From an optimization exercise on the open Yosys and OpenROAD flow, aimed at small area; shortcuts taken in it are not production practice.
At most, simulation tests tie the RTL to the original design; equivalence was not proved.
Power figures rest on the tool's default switching activity, not on a simulated workload.

==> inputs of 08-22 <==
// exe_top
module exe_top #(
    parameter int XLEN = exe_pkg::XLEN_DEF
) (
    input  wire                  clk_i,
    input  wire                  rst_i,
    input  wire                  in_valid_i,
    output logic                 in_ready_o,
    input  wire [31:0]           inst_i,
    input  wire [XLEN-1:0]       inst_addr_i,
    input  wire [XLEN-1:0]       op1_i,
    input  wire [XLEN-1:0]       op2_i,
    input  wire [4:0]            reg_waddr_i,
    input  wire                  reg_we_i,
    output logic                 out_valid_o,
    input  wire                  out_ready_i,
    output logic                 reg_we_o,
    output logic [4:0]           reg_waddr_o,
    output logic [XLEN-1:0]      reg_wdata_o,
    output logic                 mem_we_o,
    output logic [XLEN-1:0]      mem_addr_o,
    output logic [XLEN-1:0]      mem_wdata_o,
    output logic [3:0]           mem_op_o,
    output logic                 jump_en_o,
    output logic [XLEN-1:0]      jump_addr_o
);
Settings: LEC_CHECK=0, ABC_AREA=1, CAP_MARGIN=20, CORE_MARGIN=2, CORE_UTILIZATION=45, GPL_TIMING_DRIVEN=0, SETUP_SLACK_MARGIN=0.05, SLEW_MARGIN=20; clock period 5.0 ns.
standard.sh (not shown) runs the stock make flow with config.mk's settings and CLKGATE_MAP_FILE= SYNTH_SCRIPT=/design/flow/synth_recipe.tcl, a recipe that flattens the netlist after the stock synthesis.
==> flow/flow/run.sh <==
#!/bin/bash
# ORFS layout built on the standard.sh, with these changes:
#  - synthesis is the standard flow's synthesis script unchanged except that ABC maps the
#    logic with flow/abc_map.script (delay-targeted mapping with area
#    recovery, delay target in ps in the script). Registers are mapped before
#    ABC runs, so they are the standard synthesis's registers;
#  - synthesis buffers are removed before global placement (as the
#    timing-driven mode does);
#  - the port buffers are made from the smallest buffer cell;
#  - clock tree synthesis uses small clock buffers and no dummy loads.
# Tool output goes to synth.log, standard.log and ORFS's per-step logs.
set -e
here=$(pwd)
{ head -n 1 synth_recipe.tcl
  echo "proc abc {args} { set i [lsearch -exact \$args -script]; if {\$i >= 0} { lset args [expr {\$i+1}] $here/flow/abc_map.script }; yosys abc {*}\$args }"
  tail -n +2 synth_recipe.tcl; } > flow_synth.tcl
mk=$(grep '^make -C' standard.sh | sed "s|SYNTH_SCRIPT=[^ ]*|SYNTH_SCRIPT=$here/flow_synth.tcl|; s|\"\${@:-finish}\"|synth|")
eval "$mk" > synth.log 2>&1
export BUFFER_PORTS_ARGS="-buffer_cell sky130_fd_sc_hd__buf_1"
export PRE_GLOBAL_PLACE_TCL="$here/flow/pre_gpl.tcl"
export CTS_ARGS="-sink_clustering_enable -repair_clock_nets -dont_use_dummy_load -buf_list sky130_fd_sc_hd__clkbuf_4 -root_buf sky130_fd_sc_hd__clkbuf_8 -sink_clustering_size 8"
bash standard.sh > standard.log 2>&1
==> flow/flow/abc_map.script <==
strash
dch
map -B 0.9 -D 1500
topo
stime -c
buffer -c
upsize -c -D 1500
dnsize -c -D 1500
==> flow/flow/pre_gpl.tcl <==
# drop synthesis buffers; repair_design re-buffers where slew or load needs it
if { !$::env(GPL_TIMING_DRIVEN) } {
  remove_buffers
}
==> 07-25: changes against 08-22 <==
==> flow/flow/abc_map.script (replaced) <==
strash
dch -x
map -B 0.9 -D 1500
topo
stime -c
buffer -c
upsize -c -D 1500
dnsize -c -D 1500
==> notes <==
Flip-flop and latch count is the same in 07-25 and 08-22. In 08-22 the maximum frequency is higher than in 07-25, by about 3.4%. Against 07-25, the global-route usage of 08-22 is higher by 0.72 points. Of 07-25 and 08-22, 08-22 has the higher total power (gap 0.33%, measured against 08-22). In clock-buffer cell count, 08-22 and 07-25 do not differ. In 08-22 the synthesized cell count is higher than in 07-25, by about 0.45%. Against 07-25, the routed wire length of 08-22 is higher by 2.6%. Combinational power is about the same in 08-22 and 07-25. Against 08-22, the register-to-register slack of 07-25 is worse by 150 ps.


==> build 26: inputs <==
Another version of the RTL of exe_top (not shown whole).
## exe_top
module exe_top #(
    parameter int XLEN = exe_pkg::XLEN_DEF
) (
    input  wire                  clk_i,
    input  wire                  rst_i,
    input  wire                  in_valid_i,
    output logic                 in_ready_o,
    input  wire [31:0]           inst_i,
    input  wire [XLEN-1:0]       inst_addr_i,
    input  wire [XLEN-1:0]       op1_i,
    input  wire [XLEN-1:0]       op2_i,
    input  wire [4:0]            reg_waddr_i,
    input  wire                  reg_we_i,
    output logic                 out_valid_o,
    input  wire                  out_ready_i,
    output logic                 reg_we_o,
    output logic [4:0]           reg_waddr_o,
    output logic [XLEN-1:0]      reg_wdata_o,
    output logic                 mem_we_o,
    output logic [XLEN-1:0]      mem_addr_o,
    output logic [XLEN-1:0]      mem_wdata_o,
    output logic [3:0]           mem_op_o,
    output logic                 jump_en_o,
    output logic [XLEN-1:0]      jump_addr_o
);
Settings: LEC_CHECK=0, ABC_AREA=1, CAP_MARGIN=20, CORE_MARGIN=2, CORE_UTILIZATION=60, GPL_TIMING_DRIVEN=0, SLEW_MARGIN=20; clock period 5.0 ns.
==> flow/flow/run.sh <==
#!/bin/bash
# Standard ORFS layout (the standard.sh), except that the port buffers
# are made from the smallest buffer cell. Tool output goes to standard.log and
# to ORFS's own per-step logs under orfs/logs.
export BUFFER_PORTS_ARGS="-buffer_cell sky130_fd_sc_hd__buf_1"
bash standard.sh > standard.log 2>&1
==> inputs of build 16, as changes to build 26 <==
--- a/flow/design.v
+++ b/flow/design.v
@@ -97,12 +97,15 @@
                 p[j] = p[j] & p[j - 2**(i-1)];
             end
         end
         c = {g, cin};
         carries_bk = c;
     endfunction
+    logic ld, hd;
+    assign ld = ~out_valid_o | out_ready_i;
+    assign hd = ~ld;
     logic [6:0] opc;
     logic [2:0] f3;
     logic       f7_zero, f7_alt;
     logic       is_opi, is_opr, is_lui, is_ld, is_st, is_br, is_jmp;
     logic       alu_ok;
     assign opc     = inst_i[6:0];
@@ -148,15 +151,18 @@
     assign sum_b = inst_addr_i ^ imm_b ^ c_b[31:0];
     assign pc4[1:0] = inst_addr_i[1:0];
     assign pc4[2]   = ~inst_addr_i[2];
     for (genvar i = 3; i < 32; i++) begin : g_pc4
         assign pc4[i] = inst_addr_i[i] ^ (&inst_addr_i[i-1:2]);
     end
-    logic cond, taken;
-    assign cond  = f3[2] ? (f3[1] ? lt_u : lt_s) : eq;
-    assign taken = is_br & (f3[2] | ~f3[1]) & (cond ^ f3[0]);
+    logic taken;
+    logic br_k, taken_eq, taken_lt;
+    assign br_k     = f3[0] ^ (~f3[1] & (op1_i[31] ^ op2_i[31]));
+    assign taken_eq = is_br & ~f3[2] & ~f3[1] & (eq ^ f3[0]);
+    assign taken_lt = is_br & f3[2] & (lt_u ^ br_k);
+    assign taken    = taken_eq | taken_lt;
     logic [31:0] sh_in, s0, s1, s2, s3, s4;
     logic        fill;
     logic [4:0]  shamt;
     assign shamt = op2_i[4:0];
     assign fill  = f3[2] & inst_i[30] & op1_i[31];
     always_comb begin
@@ -173,23 +179,27 @@
     assign e_p    = ~sel_pc4 & sel_alu & f3[2] & ~f3[0];
     assign e_g    = ~sel_pc4 & sel_alu & f3[2] & f3[1];
     assign e_shr  = ~sel_pc4 & sel_alu & f3 == 3'b101;
     assign e_shl  = ~sel_pc4 & sel_alu & f3 == 3'b001;
     assign e_slt  = ~sel_pc4 & sel_alu & f3 == 3'b010;
     assign e_sltu = ~sel_pc4 & sel_alu & f3 == 3'b011;
+    logic [31:0] w1_rest;
+    logic        slt_k, e_lt;
     always_comb begin
         for (int i = 0; i < 32; i++)
-            w1_d[i] = (sum_a[i] & e_add) | (p_a[i] & e_p) | (g_a[i] & e_g) |
-                      (s4[i] & e_shr) | (s4[31-i] & e_shl) | (pc4[i] & sel_pc4);
-        w1_d[0] = w1_d[0] | (lt_s & e_slt) | (lt_u & e_sltu);
-    end
+            w1_rest[i] = (p_a[i] & e_p) | (g_a[i] & e_g) |
+                         (s4[i] & e_shr) | (s4[31-i] & e_shl) | (pc4[i] & sel_pc4);
+    end
+    assign e_lt  = e_slt | e_sltu;
+    assign slt_k = e_slt & (op1_i[31] ^ op2_i[31]);
+    assign w1_d  = w1_rest | (sum_a & {32{e_add}}) | {31'b0, e_lt & (lt_u ^ slt_k)};
     logic e_op2, e_sb, e_sa;
-    assign e_op2 = ~opc[6];
-    assign e_sb  = opc[6] & (opc[3] | ~opc[2]);
-    assign e_sa  = opc[6] & ~opc[3] & opc[2];
-    assign w2_d  = (op2_i & {32{e_op2}}) | (sum_b & {32{e_sb}}) | ({sum_a[31:1], 1'b0} & {32{e_sa}});
+    assign e_op2 = ~opc[6] & ld;
+    assign e_sb  = opc[6] & (opc[3] | ~opc[2]) & ld;
+    assign e_sa  = opc[6] & ~opc[3] & opc[2] & ld;
+    assign w2_d  = (op2_i & {32{e_op2}}) | (sum_b & {32{e_sb}}) | ({sum_a[31:1], 1'b0} & {32{e_sa}}) | (~w2_n & {32{hd}});
     logic       reg_we_d, wb_d, jump_en_d;
     logic [4:0] waddr_d;
     logic [3:0] mem_op_d;
     assign reg_we_d  = alu_ok | is_ld | is_jmp | (is_lui & reg_we_i);
     assign wb_d      = alu_ok | is_lui | is_jmp;
     assign waddr_d   = (alu_ok | is_lui | is_ld | is_st | is_jmp) ? reg_waddr_i : 5'd0;
@@ -222,22 +232,20 @@
             out_valid_o <= 1'b0;
         end else if (in_ready_o) begin
             out_valid_o <= in_valid_i;
         end
     end
     always_ff @(posedge clk_i) begin
-        if (in_ready_o) begin
-            w1_n        <= ~w1_d;
-            w2_n        <= ~w2_d;
-            wb_n        <= ~wb_d;
-            reg_we_o    <= reg_we_d;
-            reg_waddr_o <= waddr_d;
-            mem_we_o    <= is_st;
-            mem_op_o    <= mem_op_d;
-            jump_en_o   <= jump_en_d;
-        end
+        w1_n        <= (~w1_d & {32{ld}}) | (w1_n & {32{hd}});
+        w2_n        <= ~w2_d;
+        wb_n        <= (~wb_d & ld) | (wb_n & hd);
+        reg_we_o    <= (reg_we_d & ld) | (reg_we_o & hd);
+        reg_waddr_o <= (waddr_d & {5{ld}}) | (reg_waddr_o & {5{hd}});
+        mem_we_o    <= (is_st & ld) | (mem_we_o & hd);
+        mem_op_o    <= (mem_op_d & {4{ld}}) | (mem_op_o & {4{hd}});
+        jump_en_o   <= (jump_en_d & ld) | (jump_en_o & hd);
     end
     logic mem_n, st_n;
     assign mem_n = ~|mem_op_o;
     assign st_n  = ~(mem_op_o[3] | (mem_op_o[2] & mem_op_o[1]));
     assign reg_wdata_o = ~(w1_n | {32{wb_n}});
     assign mem_addr_o  = ~(w1_n | {32{mem_n}});
==> flow/flow/run.sh (replaced) <==
#!/bin/bash
# Standard ORFS layout (the standard.sh) with these changes:
#  - synthesis buffers are removed before global placement (as the
#    timing-driven mode does);
#  - the port buffers are made from the smallest buffer cell;
#  - clock tree synthesis uses small clock buffers and no dummy loads;
#  - after global routing, gates on paths with spare slack are downsized
#    (ORFS's power recovery step).
# Tool output goes to standard.log and ORFS's per-step logs under orfs/logs.
here=$(pwd)
export BUFFER_PORTS_ARGS="-buffer_cell sky130_fd_sc_hd__buf_1"
export PRE_GLOBAL_PLACE_TCL="$here/flow/pre_gpl.tcl"
export CTS_ARGS="-sink_clustering_enable -repair_clock_nets -dont_use_dummy_load -buf_list sky130_fd_sc_hd__clkbuf_8 -root_buf sky130_fd_sc_hd__clkbuf_8 -sink_clustering_size 10"
export RECOVER_POWER=100
bash standard.sh > standard.log 2>&1
==> flow/flow/pre_gpl.tcl (new file) <==
# drop synthesis buffers; repair_design re-buffers where slew or load needs it
if { !$::env(GPL_TIMING_DRIVEN) } {
  remove_buffers
}
- CORE_UTILIZATION: 60 -> 45
- SETUP_SLACK_MARGIN: unset -> 0.1
==> inputs of build 10, as changes to build 26 <==
--- a/flow/design.v
+++ b/flow/design.v
@@ -97,12 +97,15 @@
                 p[j] = p[j] & p[j - 2**(i-1)];
             end
         end
         c = {g, cin};
         carries_bk = c;
     endfunction
+    logic ld, hd;
+    assign ld = ~out_valid_o | out_ready_i;
+    assign hd = ~ld;
     logic [6:0] opc;
     logic [2:0] f3;
     logic       f7_zero, f7_alt;
     logic       is_opi, is_opr, is_lui, is_ld, is_st, is_br, is_jmp;
     logic       alu_ok;
     assign opc     = inst_i[6:0];
@@ -148,15 +151,18 @@
     assign sum_b = inst_addr_i ^ imm_b ^ c_b[31:0];
     assign pc4[1:0] = inst_addr_i[1:0];
     assign pc4[2]   = ~inst_addr_i[2];
     for (genvar i = 3; i < 32; i++) begin : g_pc4
         assign pc4[i] = inst_addr_i[i] ^ (&inst_addr_i[i-1:2]);
     end
-    logic cond, taken;
-    assign cond  = f3[2] ? (f3[1] ? lt_u : lt_s) : eq;
-    assign taken = is_br & (f3[2] | ~f3[1]) & (cond ^ f3[0]);
+    logic taken;
+    logic br_k, taken_eq, taken_lt;
+    assign br_k     = f3[0] ^ (~f3[1] & (op1_i[31] ^ op2_i[31]));
+    assign taken_eq = is_br & ~f3[2] & ~f3[1] & (eq ^ f3[0]);
+    assign taken_lt = is_br & f3[2] & (lt_u ^ br_k);
+    assign taken    = taken_eq | taken_lt;
     logic [31:0] sh_in, s0, s1, s2, s3, s4;
     logic        fill;
     logic [4:0]  shamt;
     assign shamt = op2_i[4:0];
     assign fill  = f3[2] & inst_i[30] & op1_i[31];
     always_comb begin
@@ -166,30 +172,36 @@
     assign s1 = shamt[1] ? {{2{fill}},  s0[31:2]}     : s0;
     assign s2 = shamt[2] ? {{4{fill}},  s1[31:4]}     : s1;
     assign s3 = shamt[3] ? {{8{fill}},  s2[31:8]}     : s2;
     assign s4 = shamt[4] ? {{16{fill}}, s3[31:16]}    : s3;
     logic [31:0] w1_d, w2_d;
     logic e_add, e_p, e_g, e_shr, e_shl, e_slt, e_sltu;
-    assign e_add  = ~sel_pc4 & (~sel_alu | f3 == 3'b000);
-    assign e_p    = ~sel_pc4 & sel_alu & f3[2] & ~f3[0];
-    assign e_g    = ~sel_pc4 & sel_alu & f3[2] & f3[1];
-    assign e_shr  = ~sel_pc4 & sel_alu & f3 == 3'b101;
-    assign e_shl  = ~sel_pc4 & sel_alu & f3 == 3'b001;
-    assign e_slt  = ~sel_pc4 & sel_alu & f3 == 3'b010;
-    assign e_sltu = ~sel_pc4 & sel_alu & f3 == 3'b011;
+    logic e_pc4;
+    assign e_pc4  = sel_pc4 & ld;
+    assign e_add  = ~sel_pc4 & (~sel_alu | f3 == 3'b000) & ld;
+    assign e_p    = ~sel_pc4 & sel_alu & f3[2] & ~f3[0] & ld;
+    assign e_g    = ~sel_pc4 & sel_alu & f3[2] & f3[1] & ld;
+    assign e_shr  = ~sel_pc4 & sel_alu & f3 == 3'b101 & ld;
+    assign e_shl  = ~sel_pc4 & sel_alu & f3 == 3'b001 & ld;
+    assign e_slt  = ~sel_pc4 & sel_alu & f3 == 3'b010 & ld;
+    assign e_sltu = ~sel_pc4 & sel_alu & f3 == 3'b011 & ld;
+    logic [31:0] w1_rest;
+    logic        slt_k, e_lt;
     always_comb begin
         for (int i = 0; i < 32; i++)
-            w1_d[i] = (sum_a[i] & e_add) | (p_a[i] & e_p) | (g_a[i] & e_g) |
-                      (s4[i] & e_shr) | (s4[31-i] & e_shl) | (pc4[i] & sel_pc4);
-        w1_d[0] = w1_d[0] | (lt_s & e_slt) | (lt_u & e_sltu);
-    end
+            w1_rest[i] = (p_a[i] & e_p) | (g_a[i] & e_g) |
+                         (s4[i] & e_shr) | (s4[31-i] & e_shl) | (pc4[i] & e_pc4);
+    end
+    assign e_lt  = e_slt | e_sltu;
+    assign slt_k = e_slt & (op1_i[31] ^ op2_i[31]);
+    assign w1_d  = w1_rest | (~w1_n & {32{hd}}) | (sum_a & {32{e_add}}) | {31'b0, e_lt & (lt_u ^ slt_k)};
     logic e_op2, e_sb, e_sa;
-    assign e_op2 = ~opc[6];
-    assign e_sb  = opc[6] & (opc[3] | ~opc[2]);
-    assign e_sa  = opc[6] & ~opc[3] & opc[2];
-    assign w2_d  = (op2_i & {32{e_op2}}) | (sum_b & {32{e_sb}}) | ({sum_a[31:1], 1'b0} & {32{e_sa}});
+    assign e_op2 = ~opc[6] & ld;
+    assign e_sb  = opc[6] & (opc[3] | ~opc[2]) & ld;
+    assign e_sa  = opc[6] & ~opc[3] & opc[2] & ld;
+    assign w2_d  = (op2_i & {32{e_op2}}) | (sum_b & {32{e_sb}}) | ({sum_a[31:1], 1'b0} & {32{e_sa}}) | (~w2_n & {32{hd}});
     logic       reg_we_d, wb_d, jump_en_d;
     logic [4:0] waddr_d;
     logic [3:0] mem_op_d;
     assign reg_we_d  = alu_ok | is_ld | is_jmp | (is_lui & reg_we_i);
     assign wb_d      = alu_ok | is_lui | is_jmp;
     assign waddr_d   = (alu_ok | is_lui | is_ld | is_st | is_jmp) ? reg_waddr_i : 5'd0;
@@ -222,22 +234,20 @@
             out_valid_o <= 1'b0;
         end else if (in_ready_o) begin
             out_valid_o <= in_valid_i;
         end
     end
     always_ff @(posedge clk_i) begin
-        if (in_ready_o) begin
-            w1_n        <= ~w1_d;
-            w2_n        <= ~w2_d;
-            wb_n        <= ~wb_d;
-            reg_we_o    <= reg_we_d;
-            reg_waddr_o <= waddr_d;
-            mem_we_o    <= is_st;
-            mem_op_o    <= mem_op_d;
-            jump_en_o   <= jump_en_d;
-        end
+        w1_n        <= ~w1_d;
+        w2_n        <= ~w2_d;
+        wb_n        <= (~wb_d & ld) | (wb_n & hd);
+        reg_we_o    <= (reg_we_d & ld) | (reg_we_o & hd);
+        reg_waddr_o <= (waddr_d & {5{ld}}) | (reg_waddr_o & {5{hd}});
+        mem_we_o    <= (is_st & ld) | (mem_we_o & hd);
+        mem_op_o    <= (mem_op_d & {4{ld}}) | (mem_op_o & {4{hd}});
+        jump_en_o   <= (jump_en_d & ld) | (jump_en_o & hd);
     end
     logic mem_n, st_n;
     assign mem_n = ~|mem_op_o;
     assign st_n  = ~(mem_op_o[3] | (mem_op_o[2] & mem_op_o[1]));
     assign reg_wdata_o = ~(w1_n | {32{wb_n}});
     assign mem_addr_o  = ~(w1_n | {32{mem_n}});
==> flow/flow/run.sh (replaced) <==
#!/bin/bash
# ORFS layout built on the standard.sh, with these changes:
#  - synthesis is the standard flow's synthesis script unchanged except that ABC maps the
#    logic with flow/abc_map.script (delay-targeted mapping with area
#    recovery, delay target in ps in the script). Registers are mapped before
#    ABC runs, so they are the standard synthesis's registers;
#  - synthesis buffers are removed before global placement (as the
#    timing-driven mode does);
#  - the port buffers are made from the smallest buffer cell;
#  - clock tree synthesis uses small clock buffers and no dummy loads.
# Tool output goes to synth.log, standard.log and ORFS's per-step logs.
set -e
here=$(pwd)
{ head -n 1 synth_recipe.tcl
  echo "proc abc {args} { set i [lsearch -exact \$args -script]; if {\$i >= 0} { lset args [expr {\$i+1}] $here/flow/abc_map.script }; yosys abc {*}\$args }"
  tail -n +2 synth_recipe.tcl; } > flow_synth.tcl
mk=$(grep '^make -C' standard.sh | sed "s|SYNTH_SCRIPT=[^ ]*|SYNTH_SCRIPT=$here/flow_synth.tcl|; s|\"\${@:-finish}\"|synth|")
eval "$mk" > synth.log 2>&1
export BUFFER_PORTS_ARGS="-buffer_cell sky130_fd_sc_hd__buf_1"
export PRE_GLOBAL_PLACE_TCL="$here/flow/pre_gpl.tcl"
export CTS_ARGS="-sink_clustering_enable -repair_clock_nets -dont_use_dummy_load -buf_list sky130_fd_sc_hd__clkbuf_4 -root_buf sky130_fd_sc_hd__clkbuf_8 -sink_clustering_size 8"
bash standard.sh > standard.log 2>&1
==> flow/flow/abc_map.script (new file) <==
strash
dch -x
map -B 0.9 -D 1500
topo
stime -c
buffer -c
upsize -c -D 1500
dnsize -c -D 1500
==> flow/flow/pre_gpl.tcl (new file) <==
# drop synthesis buffers; repair_design re-buffers where slew or load needs it
if { !$::env(GPL_TIMING_DRIVEN) } {
  remove_buffers
}
- CORE_UTILIZATION: 60 -> 45
- SETUP_SLACK_MARGIN: unset -> 0.05
==> run summary <==
The lowest via count belongs to build 16, the highest to build 26. Build 10 completed without violations. Build 26 finished but fails on negative setup slack. Build 16 completed, yet does not pass: max-capacitance violations, max-slew violations. Clock skew: build 16 > build 10 > build 26. Flip-flop and latch count is the same in build 16 and build 10. The lowest utilization belongs to build 16, the highest to build 26. Between build 10 and build 26, the lower first-iteration DRC count is in build 10 (gap 34%, measured against build 26). Area after synthesis: build 26 > build 16 > build 10.
No functional check of the RTL was part of build 26 and build 16.

-- re-timing with driven ports --
The flow's constraints put no driver on any port. The routed layouts listed below were extracted and timed again, unchanged, in two steps. Step 1, drivers: a clkbuf_16 drives clk_i and a buf_2 each remaining input, both assumed. Step 2 times the ports against the registers' clock, not the clock port: input delays grow and output delays shrink by t, the midpoint of the rising clock arrivals with the driver on. a / b / c = ideal / step 1 / step 2; a / b = the first two.
run	shift t [ns]	setup WS [ns]	worst hold slack (ns)	worst setup path after step 2
08-22	0.431	0.290 / 0.221 / -0.210	0.474 / 0.474 / 0.474	input to register
07-25	0.421	0.128 / 0.127 / -0.294	0.466 / 0.466 / 0.466	input to register
build 26	0.404	-0.029 / -0.003 / -0.407	0.788 / 0.764 / 0.798	input to register
build 16	0.418	0.210 / 0.230 / -0.188	0.573 / 0.573 / 0.573	input to register
build 10	0.423	0.160 / 0.178 / -0.245	0.575 / 0.575 / 0.575	input to register
For 08-22, which loses most, drivers alone change the setup slack by -0.069 ns; drivers and shift together by -0.500 ns.
